Source: an optimization exercise on an open RTL-to-GDS flow (aim: small area). Production flows keep margins and buffers that such runs may drop. Function was checked by simulation only, so behaviour that the tests miss may differ from the original.

==> flow/design.v <==
`timescale 1ns/100ps
package div_pkg;
endpackage
`timescale 1ns/100ps
`default_nettype none
module div_top (
    input  wire        i_clk,
    input  wire        i_rst,
    input  wire        en,
    input  wire [15:0] a,
    input  wire [15:0] b,
    output logic       done,
    output logic [15:0] result
);
    function automatic logic [26:0] add27(input logic [26:0] p, input logic [26:0] q, input logic ci);
        logic c;
        logic cz;
        logic run;
        logic [26:0] h;
        c = ci;
        for (int j = 0; j < 6; j++) begin
            add27[j] = p[j] ^ q[j] ^ c;
            c = (p[j] & q[j]) | (c & (p[j] ^ q[j]));
        end
        cz = 1'b0;
        for (int j = 6; j < 12; j++) begin
            h[j] = p[j] ^ q[j] ^ cz;
            cz = (p[j] & q[j]) | (cz & (p[j] ^ q[j]));
        end
        run = c;
        for (int j = 6; j < 12; j++) begin
            add27[j] = h[j] ^ run;
            run = run & h[j];
        end
        c = cz | run;
        cz = 1'b0;
        for (int j = 12; j < 18; j++) begin
            h[j] = p[j] ^ q[j] ^ cz;
            cz = (p[j] & q[j]) | (cz & (p[j] ^ q[j]));
        end
        run = c;
        for (int j = 12; j < 18; j++) begin
            add27[j] = h[j] ^ run;
            run = run & h[j];
        end
        c = cz | run;
        cz = 1'b0;
        for (int j = 18; j < 23; j++) begin
            h[j] = p[j] ^ q[j] ^ cz;
            cz = (p[j] & q[j]) | (cz & (p[j] ^ q[j]));
        end
        run = c;
        for (int j = 18; j < 23; j++) begin
            add27[j] = h[j] ^ run;
            run = run & h[j];
        end
        c = cz | run;
        cz = 1'b0;
        for (int j = 23; j < 27; j++) begin
            h[j] = p[j] ^ q[j] ^ cz;
            cz = (p[j] & q[j]) | (cz & (p[j] ^ q[j]));
        end
        run = c;
        for (int j = 23; j < 27; j++) begin
            add27[j] = h[j] ^ run;
            run = run & h[j];
        end
        c = cz | run;
    endfunction
    function automatic logic [53:0] csa27(input logic [26:0] p, input logic [26:0] q, input logic [26:0] r, input logic ci);
        logic [26:0] s;
        logic [26:0] c;
        s = p ^ q ^ r;
        c = {((p[25:0] & q[25:0]) | (p[25:0] & r[25:0]) | (q[25:0] & r[25:0])), ci};
        csa27 = {c, s};
    endfunction
    logic [1:0]  phase;
    logic [26:0] x;
    logic [3:0]  cq;
    logic [3:0]  fq;
    logic        bq;
    always_ff @(posedge i_clk or posedge i_rst) begin
        if (i_rst) phase <= 2'd0;
        else if (en) phase <= phase + 2'd1;
    end
    assign done = (phase == 2'd3);
    wire load = (phase == 2'd0);
    logic [3:0] lead;
    always_comb begin
        lead = 4'd14;
        for (int i = 0; i < 16; i++) if (b[i]) lead = 4'(i);
    end
    wire [3:0]  nsh = ~lead;
    wire [26:0] nrm = {{4{a[15]}}, a, 7'b0} << nsh;
    wire [15:0] bn  = b << nsh;
    wire [3:0]  cidx = bn[14:11];
    wire [26:0] src = load ? {4'b0, 1'b1, bn[14:0], 7'b0} : x;
    wire signed [26:0] srcs = src;
    wire [5:0] key = phase[1] ? {1'b1, bq, fq} : {2'b00, (load ? cidx : cq)};
    logic [9:0] s0_sel;
    logic s0_neg;
    logic [8:0] s1_sel;
    logic s1_neg;
    logic [7:0] s2_sel;
    logic s2_neg;
    logic [8:0] s3_sel;
    logic s3_neg;
    always_comb begin
        s0_sel = '0; s0_neg = 1'b0;
        s1_sel = '0; s1_neg = 1'b0;
        s2_sel = '0; s2_neg = 1'b0;
        s3_sel = '0; s3_neg = 1'b0;
        case (key)
            6'd1: begin s0_sel[3] = 1'b1; s0_neg = 1'b1; s1_sel[4] = 1'b1; s1_neg = 1'b1; s2_sel[0] = 1'b1; s2_neg = 1'b1; end
            6'd2: begin s0_sel[7] = 1'b1; s0_neg = 1'b1; s1_sel[4] = 1'b1; s1_neg = 1'b1; s3_sel[0] = 1'b1; s3_neg = 1'b1; end
            6'd3: begin s0_sel[1] = 1'b1; s0_neg = 1'b1; s2_sel[2] = 1'b1; s3_sel[2] = 1'b1; end
            6'd4: begin s0_sel[1] = 1'b1; s0_neg = 1'b1; s1_sel[2] = 1'b1; end
            6'd5: begin s0_sel[1] = 1'b1; s0_neg = 1'b1; s1_sel[4] = 1'b1; s1_neg = 1'b1; s2_sel[3] = 1'b1; end
            6'd6: begin s0_sel[1] = 1'b1; s0_neg = 1'b1; s1_sel[1] = 1'b1; s1_neg = 1'b1; s2_sel[1] = 1'b1; s2_neg = 1'b1; end
            6'd7: begin s1_sel[0] = 1'b1; s1_neg = 1'b1; s2_sel[1] = 1'b1; s2_neg = 1'b1; s3_sel[1] = 1'b1; s3_neg = 1'b1; end
            6'd8: begin s0_sel[1] = 1'b1; s0_neg = 1'b1; s1_sel[1] = 1'b1; s1_neg = 1'b1; s3_sel[1] = 1'b1; s3_neg = 1'b1; end
            6'd9: begin s0_sel[1] = 1'b1; s0_neg = 1'b1; s2_sel[3] = 1'b1; s3_sel[0] = 1'b1; s3_neg = 1'b1; end
            6'd10: begin s0_sel[5] = 1'b1; s0_neg = 1'b1; s1_sel[0] = 1'b1; s1_neg = 1'b1; s3_sel[0] = 1'b1; s3_neg = 1'b1; end
            6'd11: begin s0_sel[0] = 1'b1; s0_neg = 1'b1; s1_sel[3] = 1'b1; s3_sel[2] = 1'b1; end
            6'd12: begin s0_sel[0] = 1'b1; s0_neg = 1'b1; s3_sel[2] = 1'b1; end
            6'd13: begin s0_sel[0] = 1'b1; s0_neg = 1'b1; s1_sel[2] = 1'b1; s2_sel[2] = 1'b1; end
            6'd14: begin s0_sel[0] = 1'b1; s0_neg = 1'b1; s1_sel[3] = 1'b1; s2_sel[2] = 1'b1; end
            6'd15: begin s0_sel[0] = 1'b1; s0_neg = 1'b1; s2_sel[2] = 1'b1; end
            6'd33: begin s2_sel[1] = 1'b1; s2_neg = 1'b1; end
            6'd34: begin s0_sel[9] = 1'b1; s2_sel[0] = 1'b1; s2_neg = 1'b1; end
            6'd35: begin s0_sel[5] = 1'b1; s0_neg = 1'b1; s1_sel[4] = 1'b1; s1_neg = 1'b1; s2_sel[6] = 1'b1; end
            6'd36: begin s0_sel[8] = 1'b1; s1_sel[1] = 1'b1; s1_neg = 1'b1; end
            6'd37: begin s0_sel[7] = 1'b1; s0_neg = 1'b1; s1_sel[6] = 1'b1; s1_neg = 1'b1; s2_sel[5] = 1'b1; s2_neg = 1'b1; s3_sel[3] = 1'b1; s3_neg = 1'b1; end
            6'd38: begin s0_sel[5] = 1'b1; s0_neg = 1'b1; s1_sel[1] = 1'b1; s1_neg = 1'b1; s2_sel[3] = 1'b1; s3_sel[8] = 1'b1; end
            6'd39: begin s0_sel[5] = 1'b1; s0_neg = 1'b1; s1_sel[6] = 1'b1; s1_neg = 1'b1; s2_sel[4] = 1'b1; s2_neg = 1'b1; s3_sel[3] = 1'b1; s3_neg = 1'b1; end
            6'd40: begin s0_sel[3] = 1'b1; s0_neg = 1'b1; s1_sel[7] = 1'b1; s2_sel[7] = 1'b1; s2_neg = 1'b1; end
            6'd41: begin s0_sel[3] = 1'b1; s0_neg = 1'b1; s1_sel[8] = 1'b1; s1_neg = 1'b1; s2_sel[4] = 1'b1; s2_neg = 1'b1; s3_sel[6] = 1'b1; s3_neg = 1'b1; end
            6'd42: begin s0_sel[3] = 1'b1; s0_neg = 1'b1; s1_sel[4] = 1'b1; s1_neg = 1'b1; s2_sel[7] = 1'b1; s2_neg = 1'b1; s3_sel[5] = 1'b1; s3_neg = 1'b1; end
            6'd43: begin s0_sel[5] = 1'b1; s0_neg = 1'b1; s2_sel[4] = 1'b1; s2_neg = 1'b1; s3_sel[1] = 1'b1; s3_neg = 1'b1; end
            6'd44: begin s0_sel[9] = 1'b1; s1_sel[4] = 1'b1; s1_neg = 1'b1; s2_sel[0] = 1'b1; s2_neg = 1'b1; s3_sel[1] = 1'b1; s3_neg = 1'b1; end
            6'd45: begin s0_sel[8] = 1'b1; s1_sel[1] = 1'b1; s1_neg = 1'b1; s2_sel[6] = 1'b1; s3_sel[1] = 1'b1; s3_neg = 1'b1; end
            6'd46: begin s0_sel[3] = 1'b1; s0_neg = 1'b1; s1_sel[6] = 1'b1; s1_neg = 1'b1; s2_sel[4] = 1'b1; s2_neg = 1'b1; s3_sel[3] = 1'b1; s3_neg = 1'b1; end
            6'd47: begin s0_sel[6] = 1'b1; s1_sel[7] = 1'b1; s2_sel[6] = 1'b1; s3_sel[0] = 1'b1; s3_neg = 1'b1; end
            6'd49: begin s2_sel[2] = 1'b1; end
            6'd50: begin s0_sel[9] = 1'b1; s1_sel[3] = 1'b1; end
            6'd51: begin s0_sel[6] = 1'b1; s1_sel[5] = 1'b1; s2_sel[6] = 1'b1; end
            6'd52: begin s0_sel[8] = 1'b1; s1_sel[2] = 1'b1; end
            6'd53: begin s0_sel[8] = 1'b1; s1_sel[5] = 1'b1; s2_sel[6] = 1'b1; s3_sel[4] = 1'b1; end
            6'd54: begin s0_sel[6] = 1'b1; s1_sel[2] = 1'b1; s2_sel[3] = 1'b1; s3_sel[7] = 1'b1; end
            6'd55: begin s0_sel[4] = 1'b1; s1_sel[6] = 1'b1; s1_neg = 1'b1; s2_sel[5] = 1'b1; s2_neg = 1'b1; s3_sel[6] = 1'b1; s3_neg = 1'b1; end
            6'd56: begin s0_sel[4] = 1'b1; s1_sel[7] = 1'b1; s3_sel[7] = 1'b1; end
            6'd57: begin s0_sel[4] = 1'b1; s1_sel[3] = 1'b1; s2_sel[5] = 1'b1; s2_neg = 1'b1; s3_sel[5] = 1'b1; s3_neg = 1'b1; end
            6'd58: begin s0_sel[4] = 1'b1; s1_sel[4] = 1'b1; s1_neg = 1'b1; s2_sel[4] = 1'b1; s2_neg = 1'b1; s3_sel[4] = 1'b1; end
            6'd59: begin s0_sel[4] = 1'b1; s1_sel[2] = 1'b1; s3_sel[7] = 1'b1; end
            6'd60: begin s0_sel[4] = 1'b1; s1_sel[5] = 1'b1; s2_sel[3] = 1'b1; s3_sel[4] = 1'b1; end
            6'd61: begin s0_sel[2] = 1'b1; s1_sel[6] = 1'b1; s1_neg = 1'b1; s2_sel[1] = 1'b1; s2_neg = 1'b1; s3_sel[6] = 1'b1; s3_neg = 1'b1; end
            6'd62: begin s0_sel[2] = 1'b1; s1_sel[8] = 1'b1; s1_neg = 1'b1; s2_sel[7] = 1'b1; s2_neg = 1'b1; end
            6'd63: begin s0_sel[2] = 1'b1; s1_sel[5] = 1'b1; end
            default: ;
        endcase
    end
    logic [26:0] t0;
    always_comb begin
        t0 = '0;
        if (s0_sel[0]) t0 = t0 | ~(27'(srcs >>> 1));
        if (s0_sel[1]) t0 = t0 | ~(27'(srcs >>> 2));
        if (s0_sel[2]) t0 = t0 | (27'(srcs >>> 3));
        if (s0_sel[3]) t0 = t0 | ~(27'(srcs >>> 4));
        if (s0_sel[4]) t0 = t0 | (27'(srcs >>> 4));
        if (s0_sel[5]) t0 = t0 | ~(27'(srcs >>> 6));
        if (s0_sel[6]) t0 = t0 | (27'(srcs >>> 6));
        if (s0_sel[7]) t0 = t0 | ~(27'(srcs >>> 9));
        if (s0_sel[8]) t0 = t0 | (27'(srcs >>> 10));
        if (s0_sel[9]) t0 = t0 | (27'(srcs >>> 12));
    end
    logic [26:0] t1;
    always_comb begin
        t1 = '0;
        if (s1_sel[0]) t1 = t1 | ~(27'(srcs >>> 2));
        if (s1_sel[1]) t1 = t1 | ~(27'(srcs >>> 5));
        if (s1_sel[2]) t1 = t1 | (27'(srcs >>> 5));
        if (s1_sel[3]) t1 = t1 | (27'(srcs >>> 6));
        if (s1_sel[4]) t1 = t1 | ~(27'(srcs >>> 7));
        if (s1_sel[5]) t1 = t1 | (27'(srcs >>> 7));
        if (s1_sel[6]) t1 = t1 | ~(27'(srcs >>> 8));
        if (s1_sel[7]) t1 = t1 | (27'(srcs >>> 8));
        if (s1_sel[8]) t1 = t1 | ~(27'(srcs >>> 9));
    end
    logic [26:0] t2;
    always_comb begin
        t2 = '0;
        if (s2_sel[0]) t2 = t2 | ~(27'(srcs >>> 6));
        if (s2_sel[1]) t2 = t2 | ~(27'(srcs >>> 7));
        if (s2_sel[2]) t2 = t2 | (27'(srcs >>> 7));
        if (s2_sel[3]) t2 = t2 | (27'(srcs >>> 9));
        if (s2_sel[4]) t2 = t2 | ~(27'(srcs >>> 10));
        if (s2_sel[5]) t2 = t2 | ~(27'(srcs >>> 11));
        if (s2_sel[6]) t2 = t2 | (27'(srcs >>> 11));
        if (s2_sel[7]) t2 = t2 | ~(27'(srcs >>> 12));
    end
    logic [26:0] t3;
    always_comb begin
        t3 = '0;
        if (s3_sel[0]) t3 = t3 | ~(27'(srcs >>> 3));
        if (s3_sel[1]) t3 = t3 | ~(27'(srcs >>> 4));
        if (s3_sel[2]) t3 = t3 | (27'(srcs >>> 4));
        if (s3_sel[3]) t3 = t3 | ~(27'(srcs >>> 5));
        if (s3_sel[4]) t3 = t3 | (27'(srcs >>> 5));
        if (s3_sel[5]) t3 = t3 | ~(27'(srcs >>> 9));
        if (s3_sel[6]) t3 = t3 | ~(27'(srcs >>> 12));
        if (s3_sel[7]) t3 = t3 | (27'(srcs >>> 12));
        if (s3_sel[8]) t3 = t3 | (27'(srcs >>> 13));
    end
    wire [53:0] c1 = csa27(src, t0, t1, s0_neg);
    wire [53:0] c2 = csa27(c1[26:0], c1[53:27], t2, s1_neg);
    wire [53:0] c3 = csa27(c2[26:0], c2[53:27], t3, s2_neg);
    wire [26:0] y  = add27(c3[26:0], c3[53:27], s3_neg);
    wire       dbl  = ~y[22];
    wire [4:0] dhi  = dbl ? ~y[18:14] : y[18:14];
    wire       dinc = dbl & (y[13:0] == 14'd0);
    wire [4:0] drn  = dhi + 5'(dinc) + 5'd1;
    wire [3:0] fidx = bn[15] ? drn[4:1] : 4'd0;
    always_ff @(posedge i_clk) begin
        if (en) begin
            case (phase)
                2'd0: begin
                    x  <= nrm;
                    cq <= cidx;
                    fq <= fidx;
                    bq <= dbl;
                end
                2'd1, 2'd2: x <= y;
                default: ;
            endcase
        end
    end
    assign result = x[23:8];
endmodule
`default_nettype wire
==> flow/run.sh <==
#!/bin/bash
# synth_recipe.tcl (not shown) runs the flow's synth.tcl, then flattens the netlist and writes it again
# the make line also repeats each setting of config.mk as NAME=value (left out here)
make -C /OpenROAD-flow-scripts/flow DESIGN_CONFIG=/design/flow/config.mk WORK_HOME=/design/flow/orfs CLKGATE_MAP_FILE= SYNTH_SCRIPT=/design/flow/synth_recipe.tcl finish
==> flow/config.mk <==
export PLATFORM = sky130hd
export DESIGN_NAME = div_top
export DESIGN_NICKNAME = div_top
export VERILOG_FILES = /design/flow/design.v
export SDC_FILE = /design/flow/constraint.sdc
export NUM_CORES = 4
export LEC_CHECK = 0
export ABC_AREA = 1
export CAP_MARGIN = 20
export CORE_MARGIN = 2
export CORE_UTILIZATION = 45
export GPL_TIMING_DRIVEN = 0
export SLEW_MARGIN = 20
==> flow/constraint.sdc <==
create_clock -name core_clock -period 16.0 [get_ports {i_clk}]
set_input_delay 3.2000 -clock core_clock [delete_from_list [all_inputs] [get_ports {i_clk}]]
set_output_delay 3.2000 -clock core_clock [all_outputs]
set_load 0.01 [all_outputs]
==> flow_results.org, run 1 <==
** Timing
- Number of failing hold endpoints at the final stage :: 0
- Worst setup slack after layout :: 327.6 ps
- Post-Route Setup TNS :: 0 ps
- Fin crit share :: 0.9795
- F_max :: 63.81 MHz
- For the pin with the worst max-slew slack, the measured transition is 1263 ps.
- Setup violations remaining at the end of the flow were counted as 0.
- Clock period minus worst slack :: 15670 ps
- Max-slew headroom :: 0.1520
- The number of pins exceeding their max-slew limit in the final report came to 0.
- For the final database, setup skew stands at 8.020 ps.

** Clocking
- CTS built an H-tree with a depth of 2.
- The clock passes through at most 2 buffers.
- Hold-fix buffer count after cts :: 0
- Num CTS Buffers :: 5
- The root buffer cell chosen for the clock tree is clkbuf_16.
- Clock tree sinks :: 38
- Clock latency on the worst-skew pair, taken at its later pin, is 290 ps.
- Worst-path clk slew :: 60 ps
- TritonCTS clock tree :: done

** Setup path
- Among all stages on the critical path, the largest delay is contributed by o22ai_1.
- Family of cells with the greatest summed delay on the critical path :: adder cells
- Total buffers and inverters traversed by the critical path :: 14
- STA puts the critical path data required time at 16050 ps.
- Setup Crit Path Kind :: in -> reg
- In this run the worst path has a maximum fanout of 10.
- For the worst setup path, the data arrival time is 15720 ps.
- Startpoint types :: primary input
- By instance count, the cell type seen most on the critical path is ha_1.
- Maximum single-stage delay on the critical path :: 820 ps
- STA classifies the critical path endpoint as a flip-flop.

** Cells and area
- Final design instance area without fill :: 0.01315 sq mm
- Share of post-route cells with drive strength above 1 :: 0.1145
- Once layout is complete, the cells apart from fillers number 2178.
- Most common library cell in the layout ignoring fill and taps :: nand2_1
- Post-layout net count :: 2008
- The library cells used most frequently in the layout, excluding fill and tap cells, are nand2_1, inv_1, o21ai_0, nand3_1, o22ai_1.
- Layout overhead on the synthesized area :: 11.87%
- Fillers :: 2766

** Place
- The wire-length estimate of the detail-placed layout is 47150 um.
- Cell total after placement :: 2163
- At the end of routability-driven placement, the weighted congestion stood at 1.079.
- During placement, the flow inserted port buffers numbering 51.
- Pre-CTS setup slack :: -532.6 ps
- Summing all placed instances gives a cell area of 0.01273 sq mm.

** GRT
- The number of global-route vias before repair came to 13600.
- Antenna violations before repair :: 1
- In the global route stage, overall resource usage came out at 0.4271.
- Total global routing overflow :: 0
- Entering global routing, the biggest net connects 21 pins.
- The first global-routing pass estimated 88710 um of wire.

** Route
- Final wirelength :: 60510 um
- Mean routed wirelength per cell :: 27.78 um
- In the routed design, unresolved DRC markers number 0.
- In this run, the number of DRC markers left after iteration 0 of detailed routing was 2653.
- Drt pass-1 iters :: 6
- In the final routing, the length of wire on met1 measures 23290 um.
- The detail route stage leaves a number of antenna-violating nets equal to 0.
- Met3 wirelength from detailed routing :: 9029 um
- Detailed routing inserted a total of 14820 vias.
- The routed design uses 24320 um of met2 wire.
- Dividing the detail-routed via count by the number of cells gives 6.806.
- The highest layer touched by signal routing is met4.

** Floorplanning
- Total Die Area :: 0.02743 sq mm
- Core Area :: 0.02584 sq mm
- The initial utilization of the core area, before any placement, comes to 0.4550.
- Measured along the x axis, the die boundary spans 165.6 um.
- Pin placement for this block handled 52 I/O pins.
- Row generation in the floorplan step produced 59 rows.
- Measured along the y axis, the die boundary spans 165.6 um.

** Logic synthesis
- Cell variety after synth :: 55
- Post-Syn Instances :: 1776
- Sorting the synthesized cells by area gives the leading types as fa_1, nand2_1, edfxtp_1, inv_1, o21ai_0.
- Synth area leader :: fa_1
- Sequential element share of the synthesized area :: 0.09622
- Mapped Area :: 0.01176 sq mm
- Total of flip-flops plus latches after synthesis :: 38
- Share of the synthesized area in the top cell type :: 0.1703
- For this run, the number of Yosys warnings is 1.
- In this run the mean area of a mapped cell was 6.619 sq um.

** Worst hold path
- Worst min-delay path class :: reg -> reg

** Job
- Across the run, the number of max-cap violations was 0.

** Status
- Status :: complete, no violations
area by class of cell:
class                           count  area, sq um  area share
Multi-Input combinational cell   1320         9057      0.6888
Inverter                          265         1002     0.07621
Clock inverter                      2        8.758   0.0006660
Buffer                            151        792.0     0.06023
Clock buffer                        6        128.9    0.009800
Sequential cell                    38         1131     0.08601
Timing Repair Buffer               60        608.1     0.04624
Antenna cell                        1        2.502   0.0001903
Tap cell                          335        419.2     0.03187
Yosys cell counts, drive strengths merged:
cell     instances
nand2          394
inv            249
o21ai          177
nand3          133
o22ai          101
fa             100
a21oi           99
clkbuf          83
buf             70
nor2            61
o221ai          49
edfxtp          36
ha              32
a2111oi         26
a221oi          26
o211ai          20
clkinv          16
nor4            16
a22oi           15
o2111ai         15
nand4           12
nor3             9
or2              7
a211oi           5
mux2i            4
and3             3
o21a             3
xor2             3
dfrtp            2
nor3b            2
xnor2            2
a31o             1
a41oi            1
and2             1
nand3b           1
nor4b            1
o21bai           1
worst paths after layout:
path,slack (ps),startpoint,cells after the start,end
max,330,b[0],63,x[26]$_DFFE_PP_
min,520,phase[0]$_DFFE_PP0P_,1,phase[0]$_DFFE_PP0P_
max reg2reg,2330,phase[1]$_DFFE_PP0P_,56,x[26]$_DFFE_PP_
min reg2reg,520,phase[0]$_DFFE_PP0P_,1,phase[0]$_DFFE_PP0P_
max in group asynchronous,12830,i_rst,2,phase[1]$_DFFE_PP0P_
min in group asynchronous,3060,i_rst,2,phase[0]$_DFFE_PP0P_
routing by layer:
layer | up-vias | global-route usage
li1 | 6289 | -
met1 | 6994 | 0.5788
met2 | 1261 | 0.5966
met3 | 279 | 0.1630
met4 | 0 | 0.2030
met5 | - | 0
worst reg2reg max path, delay by kind of cell, from the launching register on:
kind                       cells  cell delay (ps)
and+or+nand+nor               11             1150
AOI/OAI and AO/OA              3             1310
buffers and inverters         16             3440
adders and majority gates     25             6990
xor gates and xnor gates       1              170
DFF                            1              380
through the flow:
| step | hold slack, ps | util |
|---|---|---|
| floorplan | 466.1 | - |
| global placement | 493.4 | 0.4909 |
| global route | 572.3 | 0.5089 |
| finish | 520.0 | 0.5090 |
| detailed placement | 518.3 | 0.4927 |
| CTS | 526.8 | 0.4987 |
state kept, by name, indices dropped and copies added (netlist names):
register / flops
x: 27
cq: 4
fq: 4
phase: 2
bq: 1
cell families (layout without fill, tap and decap cells):
group / Yosys count / in the layout / synth area share
AO/OA/AOI/OAI: 539 / 539 / 0.2920
XOR/XNOR: 5 / 5 / 0.003726
adder cells (fa/ha/maj): 132 / 132 / 0.2044
buffers and inverters: 418 / 484 / 0.1500
flip-flops: 38 / 38 / 0.09622
multiplexers: 4 / 4 / 0.003406
other: 0 / 1 / 0
AND/OR/NAND/NOR: 640 / 640 / 0.2503
what timing repair did:
item | in CTS | in global routing
resized for setup | 7 | 65
pin swaps | 0 | 4
endpoints found under the setup margin | 3 | 8
buffers inserted | 0 | 7
==> run 2, diff against run 1 <==
==> flow/flow/run.sh (new file) <==
#!/bin/bash
# The standard layout, except that the port buffers are the smallest
# buffer cell instead of the one buffer_ports picks by default.
set -euo pipefail
export BUFFER_PORTS_ARGS="-buffer_cell sky130_fd_sc_hd__buf_1"
bash standard.sh > standard_flow.log 2>&1
==> flow/standard.sh (new file) <==
#!/bin/bash
# synth_recipe.tcl (not shown) runs the flow's synth.tcl, then flattens the netlist and writes it again
# the make line also repeats each setting of config.mk as NAME=value (left out here)
make -C /OpenROAD-flow-scripts/flow DESIGN_CONFIG=/design/flow/config.mk WORK_HOME=/design/flow/orfs CLKGATE_MAP_FILE= SYNTH_SCRIPT=/design/flow/synth_recipe.tcl "${@:-finish}"
removed: flow/run.sh
==> run 2 against run 1 <==
Compared with the run above:
- still clean on timing, DRC and antenna
- global-route usage rose by 0.54 points
- clock skew fell by 1.2 ps
- via count fell by 1.6%
- cell count fell by 0.32%
- clock-buffer cell count fell by 1
- sequential cell count did not move
- die area did not move
- utilization fell by 1.5 points
==> flow_results.org, run 2 <==
** GRT
- Met2 capacity usage during global routing :: 0.5943
- Total global routing overflow :: 0
- Number of global-route vias before repair :: 13520
- Pin count of the biggest net entering global routing :: 21
- Antenna violations before repair :: 1
- In the global route stage, overall resource usage came out at 0.4325.
- GR Layer Usage met3 :: 0.1522
- Met1 track demand over resource in global routing :: 0.5980
- Busiest grt layer :: met1
- First-pass GRT wire length :: 89850 um

** Timing
- Final Slew Violations :: 0
- Final hold analysis gives a worst-case slack of 529.1 ps.
- Max-slew headroom :: 0.1799
- Clock period minus worst slack :: 15570 ps
- Fin crit share :: 0.9731
- After layout, the worst setup slack is 429.9 ps.
- Setup violation total in the final timing report :: 0
- Between clock sinks in the finished design, the worst skew comes to 6.855 ps.
- F_max :: 64.23 MHz
- Number of failing hold endpoints at the final stage :: 0
- Transition time of the tightest slew-check pin :: 1230 ps

** Clocking
- The H-tree generated during clock tree synthesis spans 2 levels.
- The number of clock buffers added by TritonCTS is 5.
- TritonCTS clock tree :: done
- Clock root buffer master :: clkbuf_16
- Largest buffer count on any clock path :: 2
- The clock drives 38 sinks.
- For the worst-skew pair, the clock arrives at the later sink with an insertion delay of 290 ps.
- Worst-path clk slew :: 60 ps

** Setup path
- Setup Crit Path Kind :: in -> reg
- Data on the critical path arrives at its endpoint at 15580 ps.
- CP endpoint kind :: flip-flop
- In this run the worst path has a maximum fanout of 10.
- The worst setup path is launched from a primary input.
- Endpoint required time on the critical path :: 16010 ps
- Critical path's most frequent cell :: ha_1
- Cell with the largest stage delay on the worst path :: fa_1
- In this design, the stage delay of the slowest critical-path cell is 600 ps.

** Place
- Placer congestion estimate :: 1.070
- In this run the tool buffered the top-level ports with 51 buffer cells.
- Summed over all nets, the half-perimeter wirelength after detailed placement is 47310 um.
- Pre-CTS setup slack :: -293.1 ps

** Cells and area
- Counting flops per register, the top entry is x.
- Most common library cell in the layout ignoring fill and taps :: nand2_1
- Largest registers ranked by flip-flop count :: x (27), cq (4), fq (4)
- Number of flip-flops under the largest register name :: 27
- Compared with the post-synthesis result, the final layout area differs by 8.643%.
- Post-layout net count :: 2002
- In the final layout, the share of cells above drive strength 1 is 0.1073.
- The library cells used most frequently in the layout, excluding fill and tap cells, are nand2_1, inv_1, o21ai_0, nand3_1, o22ai_1.
- After filler insertion, the fill cell instance count of the layout stands at 2797.
- Antenna fix cells :: 0

** Route
- In the routed design, unresolved DRC markers number 0.
- Via density :: 6.719
- Drt pass-1 iters :: 9
- Dividing the detail-routed wire length by the instance count gives 28.28 um.
- The detailed router placed 14590 vias in this run.
- Final wirelength :: 61390 um
- Drt first-iter violations :: 2706
- The count of nets left with antenna violations once routing finished came out at 0.

** Logic synthesis
- Yosys instantiated no cell more often than nand2_1.
- The commonest cells after synthesis are nand2_1, inv_1, o21ai_0, nand3_1, o22ai_1.
- Counting distinct cell types in the post-synthesis netlist gives 55.
- For this run, the number of Yosys warnings is 1.
- FFs w/ async S/R, synth :: 0.05263
- Yosys attributes the largest share of cell area to fa_1, nand2_1, edfxtp_1, inv_1, o21ai_0.
- The synthesized design contains 38 register bits.
- Synthesis handed over a netlist of 1776 instances.
- Of the synthesized area, sequential elements account for 0.09622.
- The most used flip-flop cell after synthesis is edfxtp_1.
- Mapped Area :: 0.01176 sq mm
- Average cell area after synthesis :: 6.619 sq um
- Summed over all instances, the cell type with the most area after synthesis is fa_1.
- EDFF count, synth :: 36
- Of the post-synthesis cell area, the dominant cell type holds 0.1703.

** Floorplanning
- Initial Util :: 0.4550
- The total area inside the core boundary comes to 0.02584 sq mm.
- I/O pin cnt :: 52
- The floorplan step defined a die boundary enclosing 0.02743 sq mm.
- In this run the horizontal extent of the chip is 165.6 um.
- Core Rows :: 59
- In this run the vertical extent of the chip is 165.6 um.

** Job
- Max-cap violations in this run came to 0.

** Worst hold path
- Worst min-delay path class :: reg -> reg

** Status
- The flow ran to the end and the layout has no timing, DRC or antenna violations.
## run 2: cell counts after synthesis
Identical to the previous run, type by type.
## run 2: metrics by stage
step | area (sq um) | utilization | TNS, ps | std cells
3_5_place_dp | 12400 | 0.4801 | -656.4 | 2163
6_report | 12770 | 0.4943 | 0 | 2171
3_3_place_gp | 12370 | 0.4786 | -548.1 | 2162
4_1_cts | 12600 | 0.4875 | 0 | 2171
2_1_floorplan | 11760 | - | 0 | 1776
5_1_grt | 12770 | 0.4943 | -53.93 | 2171
## run 2: final cells by class
type                       count  area, sq um  area share
inverter                     265         1005     0.07867
sequential                    38         1131     0.08857
clock inverter                 3        63.81    0.004997
timing repair buffer          54        231.5     0.01812
multi-input combinational   1320         9019      0.7062
tap                          335        419.2     0.03282
buffer                       151        777.0     0.06084
clock buffer                   5        125.1    0.009797
## run 2: worst max-delay path: cells and delay by family
family          cells  cell delay [ps]
compound gates      7             1350
fa+ha+maj          21             6230
buf+inv            13             2110
simple gates       20             2690
## run 2: worst paths after layout
kind / slack, ps / from / endpoint / cells past startpoint
worst max register to register: 2020 / phase[1]$_DFFE_PP0P_ / fq[2]$_SDFFCE_PN0P_ / 57
worst min register to register: 530 / phase[0]$_DFFE_PP0P_ / phase[0]$_DFFE_PP0P_ / 1
worst max-delay path: 430 / b[1] / fq[2]$_SDFFCE_PN0P_ / 61
max in group asynchronous: 13180 / i_rst / phase[1]$_DFFE_PP0P_ / 2
min in group asynchronous: 2720 / i_rst / phase[0]$_DFFE_PP0P_ / 2
worst min-delay path: 530 / phase[0]$_DFFE_PP0P_ / phase[0]$_DFFE_PP0P_ / 1
## run 2: repair_timing
action                                  4_1_cts  5_1_grt
hold endpoints to repair                      0        0
resized for setup                             1       48
endpoints found under the setup margin        1        6
pin swaps                                     0        2
hold buffers                                  0        0
buffers inserted                              0        2
## run 2: cell families after synthesis
group | after synthesis | share of synthesized area
compound gates | 539 | 0.2920
xor+xnor | 5 | 0.003726
fa+ha+maj | 132 | 0.2044
buf+inv | 418 | 0.1500
flops | 38 | 0.09622
mux | 4 | 0.003406
simple gates | 640 | 0.2503
## run 2: routing by layer
layer	vias up	routed length (um)
met5	-	14
met4	2	4235
met3	282	9603
met2	1245	23810
met1	6789	23720
li1	6269	-
==> run 3, diff against run 2 <==
==> flow/flow/run.sh (replaced) <==
#!/bin/bash
# The standard layout with three changes that only affect cell sizing:
#  - port buffers are the smallest buffer cell,
#  - the buffers abc adds for fanout are removed at floorplan (repair_design
#    puts back what slew and capacitance need),
#  - after global routing, cells on paths with slack are downsized.
set -euo pipefail
export BUFFER_PORTS_ARGS="-buffer_cell sky130_fd_sc_hd__buf_1"
export REMOVE_ABC_BUFFERS=1
export RECOVER_POWER=100
bash standard.sh > standard_flow.log 2>&1
==> run 3 against run 2 <==
Compared with the run above:
- the layout now fails its checks (max-capacitance violations, max-slew violations)
- fmax is 1.7% higher
- sequential share of layout area is 0.32 points higher
- worst setup slack better by 260 ps
- critical path depth is 7 higher
- die area stayed put
==> flow_results.org, run 3 <==
** Clocking
- Clock latency on the worst-skew pair, taken at its later pin, is 300 ps.
- Buffers inserted during clock tree synthesis total 5.
- Clock tree synthesis selected as its root buffer the cell clkbuf_16.
- Worst-path clk slew :: 60 ps
- No sink is reached through more buffers than the 2 on the longest clock path.
- In this run, post-CTS hold repair placed 0 buffers.
- The H-tree was split into 2 levels.
- TritonCTS clock tree :: done
- The clock drives 38 sinks.

** Timing
- Transition time of the tightest slew-check pin :: 1602 ps
- For the final routed database, the setup TNS stands at 0 ps.
- The number of pins exceeding their max-slew limit in the final report came to 28.
- Measured against its own limit, the worst slew margin works out to -0.06803.
- Setup violation total in the final timing report :: 0
- Worst setup slack after layout :: 689.8 ps
- Clock period minus worst slack :: 15310 ps
- The final count of hold timing violations came to 0.
- Clock skew on the completed layout was measured at 9.342 ps.
- Timing would allow up to 65.32 MHz.
- On the final layout, the worst hold slack is 508.8 ps.
- Of the available clock period, the critical path in the final layout requires 0.9569.

** Route
- Via density :: 6.578
- In the routed design, unresolved DRC markers number 0.
- Drt pass-1 iters :: 9
- Vias post-DR :: 13510
- In this run, the number of DRC markers left after iteration 0 of detailed routing was 1934.
- Final wirelength :: 47570 um
- Post-route ant nets :: 0
- Mean routed wirelength per cell :: 23.16 um

** Logic synthesis
- Of the synthesized area, sequential elements account for 0.09622.
- Post-Syn Instances :: 1776
- Total number of yosys warnings :: 1
- The most used flip-flop cell after synthesis is edfxtp_1.
- After synthesis, the share of flip-flops with an asynchronous set or reset is 0.05263.
- EDFF count, synth :: 36
- Cell variety after synth :: 55
- Average cell area after synthesis :: 6.619 sq um
- The synthesized netlist occupies a cell area of 0.01176 sq mm.
- Of the post-synthesis cell area, the dominant cell type holds 0.1703.
- The commonest cells after synthesis are nand2_1, inv_1, o21ai_0, nand3_1, o22ai_1.
- The largest total area in the synthesized netlist belongs to fa_1.
- By instance count, the leading cell after synthesis is nand2_1.
- Ranked by total cell area, the synthesized netlist is headed by fa_1, nand2_1, edfxtp_1, inv_1, o21ai_0.
- Total of flip-flops plus latches after synthesis :: 38

** Cells and area
- The layout has 2767 filler cells.
- 0 antenna diodes ended up in the layout.
- Layout overhead on the synthesized area :: 4.854%
- The register with the most flip-flops in the layout has 27 of them.
- The library cells used most frequently in the layout, excluding fill and tap cells, are nand2_1, inv_1, o21ai_0, nand3_1, fa_1.
- The largest registers in the layout are x (27), cq (4), fq (4).
- Share of post-route cells with drive strength above 1 :: 0.09831
- Most common library cell in the layout ignoring fill and taps :: nand2_1
- Register bank with the most flops :: x
- Post-layout net count :: 1885
- Utilization after layout :: 0.4770

** Floorplanning
- From bottom edge to top edge, the die measures 165.6 um.
- The die is 165.6 um wide.
- The initial utilization of the core area, before any placement, comes to 0.4550.
- Total Die Area :: 0.02743 sq mm
- Core Area :: 0.02584 sq mm
- Core Rows :: 59
- 52 I/O pins were placed.

** Worst hold path
- The worst hold path belongs to the class reg -> reg.

** Setup path
- Data arrival, critical path :: 15360 ps
- Startpoint types :: primary input
- Cell with the largest stage delay on the worst path :: fa_1
- Maximum single-stage delay on the critical path :: 520 ps
- The critical path in this run is classified as in -> reg.
- Of all nets on the critical path, the largest fanout is 12.
- At the worst endpoint, the required time is 16050 ps.
- CP endpoint kind :: flip-flop
- Critical path's most frequent cell :: ha_1

** GRT
- Entering global routing, the biggest net connects 41 pins.
- Total global routing overflow :: 0
- Antenna violations before repair :: 0
- Total global routing track utilization :: 0.3333
- Number of global-route vias before repair :: 12590
- First-pass GRT wire length :: 73060 um

** Place
- HPWL reported at the end of detailed placement :: 34730 um
- Pre-CTS setup slack :: -664.6 ps
- Placer congestion estimate :: 0.9732
- During placement, the flow inserted port buffers numbering 51.

** Status
- Layout check failures :: max-capacitance violations, max-slew violations
- The flow ran to the end, but the layout failed its checks.

** Job
- Max-cap viol count :: 1
run 3: layout make-up:
| type | count | area [sq um] | area share |
|---|---|---|---|
| repair inverters | 4 | 22.52 | 0.001827 |
| clock inverters | 3 | 40.04 | 0.003248 |
| inverters | 265 | 1023 | 0.08304 |
| flip-flops and latches | 38 | 1131 | 0.09177 |
| multi-input cells | 1322 | 9095 | 0.7379 |
| repair buffers | 82 | 469.2 | 0.03807 |
| well taps | 335 | 419.2 | 0.03401 |
| clock buffers | 5 | 125.1 | 0.01015 |
run 3: cell families after synthesis:
kind of cell,count (synthesis),synth area share
AO/OA/AOI/OAI,539,0.2920
XOR/XNOR,5,0.003726
adder cells (fa/ha/maj),132,0.2044
buffers and inverters,418,0.1500
flip-flops,38,0.09622
multiplexers,4,0.003406
AND/OR/NAND/NOR,640,0.2503
run 3: what timing repair did:
item / in CTS / in global routing
pin swaps: 1 / 3
gates cloned: 3 / 3
resized for setup: 4 / 34
buffers inserted: 0 / 21
endpoints found under the setup margin: 4 / 6
run 3: path summary, 6_finish.rpt:
path	startpoint	to	slack, ps	depth (start not counted)
max	b[14]	x[26]$_DFFE_PP_	690	68
min	phase[0]$_DFFE_PP0P_	phase[0]$_DFFE_PP0P_	510	1
max reg2reg	phase[1]$_DFFE_PP0P_	x[26]$_DFFE_PP_	910	66
min in group asynchronous	i_rst	phase[1]$_DFFE_PP0P_	2710	2
max in group asynchronous	i_rst	phase[0]$_DFFE_PP0P_	13180	2
min reg2reg	phase[0]$_DFFE_PP0P_	phase[0]$_DFFE_PP0P_	510	1
run 3: layer usage:
metal  global-route usage  wire length, um
met1               0.4614            18750
met2               0.5165            20780
met3              0.04898             5660
met5                    0                0
met4               0.1505             2376
run 3: stage by stage:
| stage | cells | cell area (sq um) |
|---|---|---|
| after floorplan | 1623 | 10990 |
| after global placement | 2009 | 11600 |
| after detailed placement | 2018 | 11810 |
| after CTS | 2029 | 12010 |
| after global routing | 2054 | 12330 |
| final | 2054 | 12330 |
run 3: critical path, delay by kind of cell:
family / cells / cell delay [ps]
and+or+nand+nor: 21 / 3180
adders and majority gates: 30 / 6970
AOI/OAI and AO/OA: 4 / 560
xor gates and xnor gates: 1 / 180
buffers and inverters: 12 / 1240
==> run 4, diff against run 3 <==
--- a/flow/design.v
+++ b/flow/design.v
@@ -16,55 +16,44 @@
         logic c;
         logic cz;
-        logic run;
+        logic pre;
         logic [26:0] h;
         c = ci;
-        for (int j = 0; j < 6; j++) begin
+        for (int j = 0; j < 7; j++) begin
             add27[j] = p[j] ^ q[j] ^ c;
             c = (p[j] & q[j]) | (c & (p[j] ^ q[j]));
         end
         cz = 1'b0;
-        for (int j = 6; j < 12; j++) begin
+        for (int j = 7; j < 14; j++) begin
             h[j] = p[j] ^ q[j] ^ cz;
             cz = (p[j] & q[j]) | (cz & (p[j] ^ q[j]));
         end
-        run = c;
-        for (int j = 6; j < 12; j++) begin
-            add27[j] = h[j] ^ run;
-            run = run & h[j];
-        end
-        c = cz | run;
+        pre = 1'b1;
+        for (int j = 7; j < 14; j++) begin
+            add27[j] = h[j] ^ (c & pre);
+            pre = pre & h[j];
+        end
+        c = cz | (c & pre);
         cz = 1'b0;
-        for (int j = 12; j < 18; j++) begin
+        for (int j = 14; j < 21; j++) begin
             h[j] = p[j] ^ q[j] ^ cz;
             cz = (p[j] & q[j]) | (cz & (p[j] ^ q[j]));
         end
-        run = c;
-        for (int j = 12; j < 18; j++) begin
-            add27[j] = h[j] ^ run;
-            run = run & h[j];
-        end
-        c = cz | run;
+        pre = 1'b1;
+        for (int j = 14; j < 21; j++) begin
+            add27[j] = h[j] ^ (c & pre);
+            pre = pre & h[j];
+        end
+        c = cz | (c & pre);
         cz = 1'b0;
-        for (int j = 18; j < 23; j++) begin
+        for (int j = 21; j < 27; j++) begin
             h[j] = p[j] ^ q[j] ^ cz;
             cz = (p[j] & q[j]) | (cz & (p[j] ^ q[j]));
         end
-        run = c;
-        for (int j = 18; j < 23; j++) begin
-            add27[j] = h[j] ^ run;
-            run = run & h[j];
-        end
-        c = cz | run;
-        cz = 1'b0;
-        for (int j = 23; j < 27; j++) begin
-            h[j] = p[j] ^ q[j] ^ cz;
-            cz = (p[j] & q[j]) | (cz & (p[j] ^ q[j]));
-        end
-        run = c;
-        for (int j = 23; j < 27; j++) begin
-            add27[j] = h[j] ^ run;
-            run = run & h[j];
-        end
-        c = cz | run;
+        pre = 1'b1;
+        for (int j = 21; j < 27; j++) begin
+            add27[j] = h[j] ^ (c & pre);
+            pre = pre & h[j];
+        end
+        c = cz | (c & pre);
     endfunction
     function automatic logic [53:0] csa27(input logic [26:0] p, input logic [26:0] q, input logic [26:0] r, input logic ci);
==> flow/flow/run.sh (replaced) <==
#!/bin/bash
# The standard layout with two changes that only affect buffering:
#  - port buffers are the smallest buffer cell,
#  - the buffers abc adds for fanout are removed at floorplan; repair_design
#    puts back what slew and capacitance need.
set -euo pipefail
export BUFFER_PORTS_ARGS="-buffer_cell sky130_fd_sc_hd__buf_1"
export REMOVE_ABC_BUFFERS=1
bash standard.sh > standard_flow.log 2>&1
==> run 4 against run 3 <==
Compared with the run above:
- first-iteration DRC count up 18%
- cell count down 3.5%
- worst setup slack better by 38 ps
- routed wire length up 2.9%
- hold slack better by 3.5 ps
- die area down 0.69%
- clock-buffer cell count up 1
- now clean on timing, DRC and antenna
- register-to-register slack about the same
- critical path type unchanged
==> flow_results.org, run 4 <==
** GRT
- Pin count of the biggest net entering global routing :: 38
- Met1 track demand over resource in global routing :: 0.4958
- The number of antenna violations at the first check in global routing was 0.
- Met2 capacity usage during global routing :: 0.5174
- For this run, global-route usage on met3 was measured as 0.08616.
- First-pass GRT wire length :: 74160 um
- Global routing finished with a remaining overflow of 0.
- In this run the most used layer during global routing was met2.
- Number of global-route vias before repair :: 12340
- In the global route stage, overall resource usage came out at 0.3564.

** Logic synthesis
- Counting flops and latches in the post-synthesis netlist gives 38.
- Total number of yosys warnings :: 1
- The most common cell in the synthesized netlist is nand2_1.
- EDFF count, synth :: 36
- The share of synthesized area in the top cell type comes to 0.1732.
- The most used flip-flop cell after synthesis is edfxtp_1.
- Of the synthesized area, sequential elements account for 0.09690.
- Post-Syn Instances :: 1727
- After synthesis, the most frequently instantiated cells are nand2_1, inv_1, o22ai_1, nand3_1, fa_1.
- Synth area leader :: fa_1
- Counting distinct cell types in the post-synthesis netlist gives 60.
- Average cell area after synthesis :: 6.759 sq um
- Mapped Area :: 0.01167 sq mm
- Synth top area cells :: fa_1, nand2_1, edfxtp_1, o22ai_1, inv_1
- Of all flip-flops after synthesis, the portion carrying an async set or reset was 0.05263.

** Setup path
- Endpoint required time on the critical path :: 16070 ps
- The worst setup path is launched from a primary input.
- Data arrival, critical path :: 15340 ps
- CP endpoint kind :: flip-flop
- Maximum single-stage delay on the critical path :: 1000 ps
- The cell that appears most often on the critical path is fa_1.
- Cell with the largest stage delay on the worst path :: clkinv_1
- Setup Crit Path Kind :: in -> reg
- Along the worst path, the maximum fanout reaches 19.

** Place
- The count of buffers added on input and output ports is 51.
- The placed instances occupy a cell area of 0.01167 sq mm.
- The number of placed instances, taps included, is 1966.
- OpenSTA, run right after detailed placement, puts the worst setup slack at -371.7 ps.
- Placer congestion estimate :: 0.9919
- HPWL reported at the end of detailed placement :: 35430 um

** Clocking
- Hold repair after CTS inserted 0 buffers.
- The H-tree was split into 2 levels.
- Worst-path clk slew :: 70 ps
- Num CTS Buffers :: 5
- For the worst-skew pair, the clock arrives at the later sink with an insertion delay of 290 ps.
- TritonCTS clock tree :: done
- Counting along the longest clock path gives a buffer depth of 2.
- Clock root buffer master :: clkbuf_16
- For this design, the sink count on the clock tree is 38.

** Timing
- Final Slew Violations :: 0
- Number of failing hold endpoints at the final stage :: 0
- Of the available clock period, the critical path in the final layout requires 0.9545.
- Transition time of the tightest slew-check pin :: 1169 ps
- Setup violation total in the final timing report :: 0
- Max-slew headroom :: 0.2208
- After routing, the total negative slack on setup checks comes to 0 ps.
- Clock period minus worst slack :: 15270 ps
- Once routing completed, OpenROAD measured the worst setup slack at 728.0 ps.
- The clock arrives with 4.436 ps of skew.
- Static timing analysis puts the maximum clock frequency at 65.48 MHz.
- Hold timing on the final database bottoms out at a slack of 512.3 ps.

** Floorplanning
- I/O pin cnt :: 52
- Total Die Area :: 0.02724 sq mm
- After floorplanning, the core was divided into 58 placement rows.
- The core region is 0.02533 sq mm.
- Die width :: 165.1 um
- Die extent in y :: 165.1 um
- Initial Util :: 0.4609

** Cells and area
- Largest registers ranked by flip-flop count :: x (27), cq (4), fq (4)
- Most common library cell in the layout ignoring fill and taps :: nand2_1
- In the final design database the tool counted 1801 nets.
- Share of post-route cells with drive strength above 1 :: 0.1065
- From synthesis to final layout, the design area changed by 2.722%.
- Once layout is done, the placed cells without fillers occupy 0.01199 sq mm.
- Antenna fix cells :: 0
- More flip-flops sit in one register than any other, and that register is x.
- Number of flip-flops under the largest register name :: 27
- For this run, the share of the core covered by cells in the final layout is 0.4734.
- In the layout the commonest cells are nand2_1, inv_1, o22ai_1, nand3_1, fa_1.
- Fillers :: 2693
- Final Non-Filler Cells :: 1982

** Route
- Dividing the detail-routed wire length by the instance count gives 24.70 um.
- Post-route DRC violation count :: 0
- Vias post-DR :: 13450
- The count of nets left with antenna violations once routing finished came out at 0.
- The routed design has 48950 um of wire.
- Drt pass-1 iters :: 6
- After the first detailed-routing iteration, the DRC count stood at 2274.
- In the routed layout, each cell is associated on average with a via count of 6.785.

** Worst hold path
- Worst min-delay path class :: reg -> reg

** Job
- Max-cap viol count :: 0

** Status
- Status :: complete, no violations
-- run 4: timing repair --
item | in CTS | in global routing
setup endpoints to repair | 1 | 6
gates cloned | 0 | 2
pin swaps | 0 | 1
resized for setup | 2 | 29
setup buffers | 0 | 6
-- run 4: area by class of cell --
type | instances | area (sq um) | share of cell area
timing repair buffer | 64 | 317.8 | 0.02651
clock inverter | 2 | 13.76 | 0.001148
inverter | 222 | 863.3 | 0.07200
clock buffer | 6 | 128.9 | 0.01075
multi-input combinational | 1319 | 9117 | 0.7604
timing repair inverter | 1 | 5.005 | 0.0004174
sequential | 38 | 1131 | 0.09433
tap | 330 | 412.9 | 0.03444
-- run 4: final timing paths --
kind,startpoint,end,slack [ps],cells after the start
max in group asynchronous,i_rst,phase[1]$_DFFE_PP0P_,13180,2
min,phase[0]$_DFFE_PP0P_,phase[0]$_DFFE_PP0P_,510,1
min reg2reg,phase[0]$_DFFE_PP0P_,phase[0]$_DFFE_PP0P_,510,1
max,b[6],fq[3]$_SDFFCE_PN0P_,730,48
max reg2reg,phase[1]$_DFFE_PP0P_,fq[3]$_SDFFCE_PN0P_,920,46
min in group asynchronous,i_rst,phase[0]$_DFFE_PP0P_,2710,2
-- run 4: kinds of logic (layout without fill, tap and decap cells) --
kind of cell	after synthesis	in the layout	synth area share
adder cells (fa/ha/maj)	115	115	0.1882
AND/OR/NAND/NOR	665	666	0.2681
AO/OA/AOI/OAI	519	519	0.2971
XOR/XNOR	12	12	0.009004
buffers and inverters	371	295	0.1346
multiplexers	7	7	0.006003
flip-flops	38	38	0.09690
-- run 4: layer usage --
metal	up-vias	wire length (um)	share of wire
met5	-	0	0
met4	0	2758	0.056
met3	218	6057	0.12
met2	1001	20570	0.42
met1	6293	19570	0.40
li1	5936	-	-
-- run 4: worst max-delay path: cells and delay by family --
family | cells | cell delay (ps)
adders and majority gates | 12 | 4740
buffers and inverters | 11 | 2150
AOI/OAI and AO/OA | 6 | 2020
xor gates and xnor gates | 1 | 320
and+or+nand+nor | 18 | 2860
==> run 5, diff against run 4 <==
--- a/flow/config.mk
+++ b/flow/config.mk
@@ -9,5 +9,5 @@
 export CAP_MARGIN = 20
 export CORE_MARGIN = 2
-export CORE_UTILIZATION = 45
+export CORE_UTILIZATION = 60
 export GPL_TIMING_DRIVEN = 0
 export SLEW_MARGIN = 20
==> run 5 against run 4 <==
Compared with the run above:
- sequential share of layout area up 0.093 points
- sequential cell count stayed put
- still clean
- first-iteration DRC count increased by 5.3%
- non-clock buffer count down 3
- clock skew increased by 12 ps
- routed wire length shrank 2.5%
- critical endpoint unchanged
==> flow_results.org, run 5 <==
** Status
- Status :: complete, no violations

** Worst hold path
- The worst hold path belongs to the class reg -> reg.
- Worst hold path stage count :: 1
- Startpoint of the worst hold path :: phase[0]$_DFFE_PP0P_

** Cells and area
- The register with the most flip-flops in the final layout is x.
- Number of flip-flops under the largest register name :: 27
- For this run, the share of the core covered by cells in the final layout is 0.6161.
- Layout overhead on the synthesized area :: 1.715%
- In the final layout, the share of cells above drive strength 1 is 0.1013.
- Post-layout net count :: 1797
- Most frequent cells in the layout :: nand2_1, inv_1, o22ai_1, nand3_1, fa_1
- Once layout is done, the placed cells without fillers occupy 0.01187 sq mm.
- Most common library cell in the layout ignoring fill and taps :: nand2_1
- Largest registers ranked by flip-flop count :: x (27), cq (4), fq (4)

** Setup path
- CP endpoint kind :: flip-flop
- Startpoint types :: primary input
- For the worst setup path, the data required time is 16070 ps.
- Cell with the largest stage delay on the worst path :: nand2_1
- The startpoint identified for the worst register-to-register timing path is phase[1]$_DFFE_PP0P_.
- Along the worst path, the maximum fanout reaches 18.
- Logic depth of the worst register-to-register path :: 44
- On the worst path, the slowest cell contributes a delay of 560 ps.
- For the worst setup path, the data arrival time is 15430 ps.
- In this run the worst setup path begins at b[6].
- The worst setup path is of the in -> reg kind.
- Critical path's most frequent cell :: fa_1

** Route
- After detailed routing, the average wire length per cell comes to 24.94 um.
- WL met1 :: 17470 um
- Met2 Routed Length :: 19570 um
- Wire segments on met3 add up to 7208 um in the final route.
- Post-route DRC violation count :: 0
- The routed design has 47740 um of wire.
- The detailed router finished its first iteration with 2395 violations.
- Post-route ant nets :: 0
- Before antenna repair, the detailed router went through 9 iterations.
- Via density :: 7.177
- Highest routed layer :: met5
- The detailed router placed 13740 vias in this run.

** Logic synthesis
- Average cell area after synthesis :: 6.759 sq um
- Synth top area cells :: fa_1, nand2_1, edfxtp_1, o22ai_1, inv_1
- Synth area leader :: fa_1
- FFs w/ async S/R, synth :: 0.05263
- In this run the cell area of the synthesized design comes to 0.01167 sq mm.
- Yosys instantiated no cell more often than nand2_1.
- The share of synthesized area in the top cell type comes to 0.1732.
- Cell variety after synth :: 60
- The synthesized design contains 36 enable-type register cells.
- Total number of yosys warnings :: 1
- Synth Flop Type :: edfxtp_1
- Most used standard cells in the synthesized netlist :: nand2_1, inv_1, o22ai_1, nand3_1, fa_1
- In this run, synthesis produced a sequential element count of 38.
- Sequential element share of the synthesized area :: 0.09690
- Post-Syn Instances :: 1727

** Timing
- Counting I/O delays and the setup requirement, the final critical path takes 15360 ps.
- Setup violation total in the final timing report :: 0
- Fin crit share :: 0.9598
- Transition time of the tightest slew-check pin :: 1152 ps
- Worst clock skew :: 15.98 ps
- The final count of hold timing violations came to 0.
- Worst setup slack after layout :: 643.6 ps
- The number of pins exceeding their max-slew limit in the final report came to 0.
- Timing would allow up to 65.12 MHz.
- Measured against its own limit, the worst slew margin works out to 0.2317.

** Floorplanning
- The floorplan step defined a die boundary enclosing 0.02059 sq mm.
- After floorplanning, the core was sized to cover 0.01927 sq mm.
- Initial Util :: 0.6057
- Core Rows :: 51
- Die extent in y :: 143.5 um
- Die width :: 143.5 um
- I/O pin cnt :: 52

** Clocking
- TritonCTS clock tree :: done
- Num CTS Buffers :: 5
- H-tree levels :: 2
- The clock passes through at most 2 buffers.
- Clock root buffer master :: clkbuf_16
- Clock latency at the later pin of the worst-skew pair :: 300 ps
- Hold-fix buffer count after cts :: 0
- Clock-pin slew was measured on the worst setup and hold paths at 60 ps.
- Clock tree sinks :: 38

** Job
- Across the run, the number of max-cap violations was 0.

** Place
- Placed Area :: 0.01160 sq mm
- At the placement stage, the worst setup path has a slack of -174.4 ps.
- Total of buffers placed on input and output ports :: 51
- Placer congestion estimate :: 1.064
- HPWL reported at the end of detailed placement :: 34360 um

** GRT
- The first global-routing pass estimated 71720 um of wire.
- The number of global-route vias before repair came to 12530.
- Entering global routing, the biggest net connects 38 pins.
- Antenna violations before repair :: 1
- The total overflow left after global routing is 0.
- For this run, the total global-route usage over all layers was measured as 0.4592.
[run 5: cell counts after synthesis]
Identical to the previous run, type by type.
[run 5: stage by stage]
step / cells / setup TNS (ps) / hold WS [ps]
floorplan: 1578 / 0 / 466.1
global placement: 1894 / -8028 / 491.1
detailed placement: 1901 / -185.1 / 497.8
CTS: 1909 / 0 / 506.6
global route: 1913 / -67.79 / 534.4
finish: 1914 / 0 / 507.3
[run 5: layout make-up]
type	count	area (sq um)
multi-input combinational	1318	9097
fill	1839	7398
sequential	38	1131
inverter	222	854.6
tap	265	331.6
timing repair buffer	61	306.5
clock buffer	6	128.9
clock inverter	2	15.01
timing repair inverter	1	5.005
antenna	1	2.502
[run 5: logic make-up (layout without fill, tap and decap cells)]
logic type	count (synthesis)	in the layout	synth area share
fa+ha+maj	115	115	0.1882
buf+inv	371	292	0.1346
simple gates	665	665	0.2681
mux	7	7	0.006003
flops	38	38	0.09690
other cells	0	1	0
compound gates	519	519	0.2971
xor+xnor	12	12	0.009004
[run 5: critical path, delay by kind of cell]
family | cells | cell delay (ps)
simple gates | 28 | 4250
xor+xnor | 1 | 350
buf+inv | 15 | 1610
fa+ha+maj | 13 | 4660
compound gates | 6 | 1290
[run 5: final timing paths]
| kind | to | slack, ps |
|---|---|---|
| min in group asynchronous | phase[1]$_DFFE_PP0P_ | 2720 |
| max | fq[3]$_SDFFCE_PN0P_ | 640 |
| min reg2reg | phase[0]$_DFFE_PP0P_ | 510 |
| max in group asynchronous | phase[0]$_DFFE_PP0P_ | 13180 |
| max reg2reg | fq[3]$_SDFFCE_PN0P_ | 870 |
| min | phase[0]$_DFFE_PP0P_ | 510 |
[run 5: timing repair]
item,4_1_cts,5_1_grt
gates resized for setup,0,22
setup buffers,0,3
setup endpoints to repair,0,6
[run 5: routing by layer]
metal,vias to the layer above,track usage
met4,2,0.2446
li1,5938,-
met2,1248,0.6561
met5,-,0
met1,6263,0.6185
met3,285,0.1446
==> run 6, diff against run 5 <==
--- a/flow/design.v
+++ b/flow/design.v
@@ -19,15 +19,15 @@
         logic [26:0] h;
         c = ci;
-        for (int j = 0; j < 7; j++) begin
+        for (int j = 0; j < 9; j++) begin
             add27[j] = p[j] ^ q[j] ^ c;
             c = (p[j] & q[j]) | (c & (p[j] ^ q[j]));
         end
         cz = 1'b0;
-        for (int j = 7; j < 14; j++) begin
+        for (int j = 9; j < 18; j++) begin
             h[j] = p[j] ^ q[j] ^ cz;
             cz = (p[j] & q[j]) | (cz & (p[j] ^ q[j]));
         end
         pre = 1'b1;
-        for (int j = 7; j < 14; j++) begin
+        for (int j = 9; j < 18; j++) begin
             add27[j] = h[j] ^ (c & pre);
             pre = pre & h[j];
@@ -35,21 +35,10 @@
         c = cz | (c & pre);
         cz = 1'b0;
-        for (int j = 14; j < 21; j++) begin
+        for (int j = 18; j < 27; j++) begin
             h[j] = p[j] ^ q[j] ^ cz;
             cz = (p[j] & q[j]) | (cz & (p[j] ^ q[j]));
         end
         pre = 1'b1;
-        for (int j = 14; j < 21; j++) begin
-            add27[j] = h[j] ^ (c & pre);
-            pre = pre & h[j];
-        end
-        c = cz | (c & pre);
-        cz = 1'b0;
-        for (int j = 21; j < 27; j++) begin
-            h[j] = p[j] ^ q[j] ^ cz;
-            cz = (p[j] & q[j]) | (cz & (p[j] ^ q[j]));
-        end
-        pre = 1'b1;
-        for (int j = 21; j < 27; j++) begin
+        for (int j = 18; j < 27; j++) begin
             add27[j] = h[j] ^ (c & pre);
             pre = pre & h[j];
--- a/flow/config.mk
+++ b/flow/config.mk
@@ -9,5 +9,5 @@
 export CAP_MARGIN = 20
 export CORE_MARGIN = 2
-export CORE_UTILIZATION = 60
+export CORE_UTILIZATION = 45
 export GPL_TIMING_DRIVEN = 0
 export SLEW_MARGIN = 20
==> run 6 against run 5 <==
Compared with the run above:
- utilization shrank 13 points
- design area grew 3.5%
- routed wire length grew 2.3%
- non-clock buffer count grew 26
- first-iteration DRC count shrank 2.6%
- sequential share of layout area shrank 0.31 points
- synthesized cell count shrank 2.0%
- global-route usage shrank 11 points
- highest routed layer is now met4
==> flow_results.org, run 6 <==
** Status
- Status :: complete, no violations

** Cells and area
- Final design instance area without fill :: 0.01229 sq mm
- Post-layout net count :: 1792
- The largest registers in the layout are x (27), cq (4), fq (4).
- The library cell used most frequently in the layout, excluding fill and tap cells, is nand2_1.
- Compared with the post-synthesis result, the final layout area differs by 6.655%.
- Final Non-Filler Cells :: 1973
- Register bank with the most flops :: x
- Antenna fix cells :: 0
- The register with the most flip-flops in the layout has 27 of them.
- In the final layout, the share of cells above drive strength 1 is 0.1193.
- Most frequent cells in the layout :: nand2_1, inv_1, o22ai_1, nand3_1, fa_1

** Logic synthesis
- Share of the synthesized area in the top cell type :: 0.1772
- Yosys attributes the largest share of cell area to fa_1, nand2_1, edfxtp_1, o22ai_1, inv_1.
- Synth Flop Type :: edfxtp_1
- Dominant cell by count in the synthesized netlist :: nand2_1
- Most used standard cells in the synthesized netlist :: nand2_1, inv_1, o22ai_1, nand3_1, fa_1
- Sequential element share of the synthesized area :: 0.09815
- After technology mapping, the gate count stands at 1693.
- In this run, distinct cell masters in the synthesized netlist total 62.
- Average cell area after synthesis :: 6.807 sq um
- Synthesis inferred 38 register bits.
- Counting flops with a built-in enable in the synthesized netlist gives 36.
- Total number of yosys warnings :: 1
- The largest total area in the synthesized netlist belongs to fa_1.
- FFs w/ async S/R, synth :: 0.05263
- After synthesis the cells add up to 0.01152 sq mm.

** Timing
- The number of pins exceeding their max-slew limit in the final report is 0.
- Fin crit share :: 0.9571
- F_max :: 65.30 MHz
- Transition time of the tightest slew-check pin :: 1149 ps
- Between clock sinks in the finished design, the worst skew comes to 6.238 ps.
- Measured against its own limit, the worst slew margin works out to 0.2319.
- Hold timing on the final database bottoms out at a slack of 501.0 ps.
- Setup violations remaining at the end of the flow were counted as 0.
- Clock period minus worst slack :: 15310 ps
- Post-Route Setup TNS :: 0 ps
- Number of failing hold endpoints at the final stage :: 0

** GRT
- For this run, the total global-route usage over all layers was measured as 0.3503.
- In the global route stage, met1 resource usage came out at 0.4851.
- Total global routing overflow :: 0
- The number of global-route vias before repair came to 12300.
- The first global-routing pass estimated 72950 um of wire.
- In the global route stage, met3 resource usage came out at 0.09924.
- For met2 alone, demand over resource in global routing was 0.5248.
- Entering global routing, the biggest net connects 38 pins.
- Busiest grt layer :: met2
- Antenna violations before repair :: 0

** Setup path
- Setup Crit Path Kind :: in -> reg
- At the worst endpoint, the required time is 16050 ps.
- Total buffers and inverters traversed by the critical path :: 16
- STA classifies the critical path startpoint as a primary input.
- The worst setup path is captured at a flip-flop.
- Among all stages on the critical path, the largest delay is contributed by a2111oi_0.
- Among the stages of the critical path, the cell type that occurs most often is fa_1.
- Maximum single-stage delay on the critical path :: 950 ps
- Max Fanout on Critical Path :: 24
- STA puts the critical path data arrival time at 15360 ps.
- Broken down by cell family, the worst path's largest delay share belongs to adder cells.

** Floorplanning
- In this run the horizontal extent of the chip is 164.0 um.
- Core Rows :: 58
- Core Area :: 0.02518 sq mm
- From bottom edge to top edge, the die measures 164.0 um.
- Initial Util :: 0.4576
- Total Die Area :: 0.02690 sq mm
- During I/O placement, the number of pins put on the boundary was 52.

** Route
- Drt first-iter violations :: 2333
- Mean routed wirelength per cell :: 24.76 um
- Vias post-DR :: 13560
- Final wirelength :: 48860 um
- After detailed routing, the number of vias per cell comes to 6.871.
- In this run the remaining antenna-violating nets after routing total 0.
- Drt pass-1 iters :: 12
- In the routed design, unresolved DRC markers number 0.

** Clocking
- Clock-pin slew was measured on the worst setup and hold paths at 60 ps.
- The tree built by TritonCTS fans out to 38 sinks.
- H-tree levels :: 2
- Clock latency at the later pin of the worst-skew pair :: 290 ps
- Clock root buffer master :: clkbuf_16
- The clock passes through at most 2 buffers.
- The number of clock buffers added by TritonCTS is 5.
- TritonCTS built the clock tree.

** Place
- The count of buffers added on input and output ports is 51.
- Placed Area :: 0.01158 sq mm
- Detailed placement finished with a half-perimeter wire length of 34690 um.
- The congestion estimate from routability-driven global placement came to 1.005.
- In this run, placement finished with an instance count of 1932.

** Worst hold path
- In this run the worst hold path is classified as reg -> reg.

** Job
- Max-cap violations in this run came to 0.
[run 6: final cells by class]
class | count | area [sq um]
Timing Repair Buffer | 87 | 516.7
Inverter | 228 | 883.3
Timing Repair inverter | 3 | 15.01
Fill cell | 2578 | 12890
Sequential cell | 38 | 1132
Multi-Input combinational cell | 1280 | 9198
Tap cell | 330 | 412.9
Clock buffer | 7 | 132.6
[run 6: cells by family (layout without fill, tap and decap cells)]
family,Yosys count,in the layout,synth area share
AOI/OAI and AO/OA,494,495,0.3000
xor gates and xnor gates,11,11,0.008361
adders and majority gates,114,114,0.1902
buffers and inverters,380,325,0.1389
DFF,38,38,0.09815
muxes,7,7,0.006081
and+or+nand+nor,649,653,0.2583
[run 6: final timing paths]
check,startpoint,end,slack [ps],depth (start not counted)
max in group asynchronous,i_rst,phase[1]$_DFFE_PP0P_,13150,2
worst min register to register,phase[0]$_DFFE_PP0P_,phase[0]$_DFFE_PP0P_,500,1
worst max-delay path,b[14],x[26]$_DFFE_PP_,690,51
worst min-delay path,phase[0]$_DFFE_PP0P_,phase[0]$_DFFE_PP0P_,500,1
min in group asynchronous,i_rst,phase[1]$_DFFE_PP0P_,2730,2
worst max register to register,phase[1]$_DFFE_PP0P_,x[26]$_DFFE_PP_,1860,64
[run 6: what timing repair did]
action | CTS | global route
hold endpoints to repair | 0 | 0
pin swaps | 1 | 11
buffers inserted | 0 | 26
gates cloned | 2 | 6
hold buffers | 0 | 0
gates resized for setup | 13 | 55
endpoints found under the setup margin | 10 | 10
[run 6: metal layers]
layer,wire (um),vias up
li1,-,5920
met2,20640,1071
met3,6799,211
met4,2278,0
met5,0,-
met1,19130,6355
[run 6: metrics by stage]
| stage | setup WS, ps | util |
|---|---|---|
| 3_5_place_dp | -1664 | 0.4601 |
| 5_1_grt | -16.18 | 0.4881 |
| 2_1_floorplan | 412.9 | - |
| 3_3_place_gp | -3868 | 0.4521 |
| 6_report | 685.8 | 0.4881 |
| 4_1_cts | 59.72 | 0.4682 |
[run 6: worst register-to-register path: cells and delay by family (launching register included)]
family | cells | cell delay [ps]
fa+ha+maj | 14 | 5810
flops | 1 | 660
xor+xnor | 1 | 180
buf+inv | 17 | 2540
compound gates | 4 | 540
simple gates | 28 | 4180

port drivers added, routing unchanged:
The flow's constraints put no driver on any port. The routed layouts listed below were extracted and timed again, unchanged, in two steps.
Step 1: set_driving_cell puts a clkbuf_16 on i_clk and a buf_2 on each other input, an assumption about the parent block.
Step 2 moves the port delays by t, midway between the first and last clock arrival at a register: inputs arrive t later, outputs are due t later. That takes back most of the time a late clock gives input paths.
Three values: no drivers, after step 1, after step 2; two values: the first two.
run	t (ns)	slack for setup (ns)	latest minus earliest clock arrival (ns)	worst data-port slew with drivers (ns)	cell pins on the clock port's net
run 1	0.332	0.328 / 0.348 / 0.016	0.008 / 0.008	0.03	1
run 2	0.334	0.430 / 0.454 / 0.120	0.007 / 0.006	0.03	1
run 3	0.328	0.690 / 0.706 / 0.378	0.010 / 0.009	0.03	1
run 4	0.341	0.728 / 0.756 / 0.416	0.005 / 0.005	0.04	1
run 5	0.338	0.644 / 0.667 / 0.329	0.016 / 0.016	0.03	1
run 6	0.315	0.686 / 0.692 / 0.377	0.006 / 0.006	0.03	1
The setup slack of run 5, which loses most, moves by +0.023 ns with the drivers and by -0.315 ns with both steps.
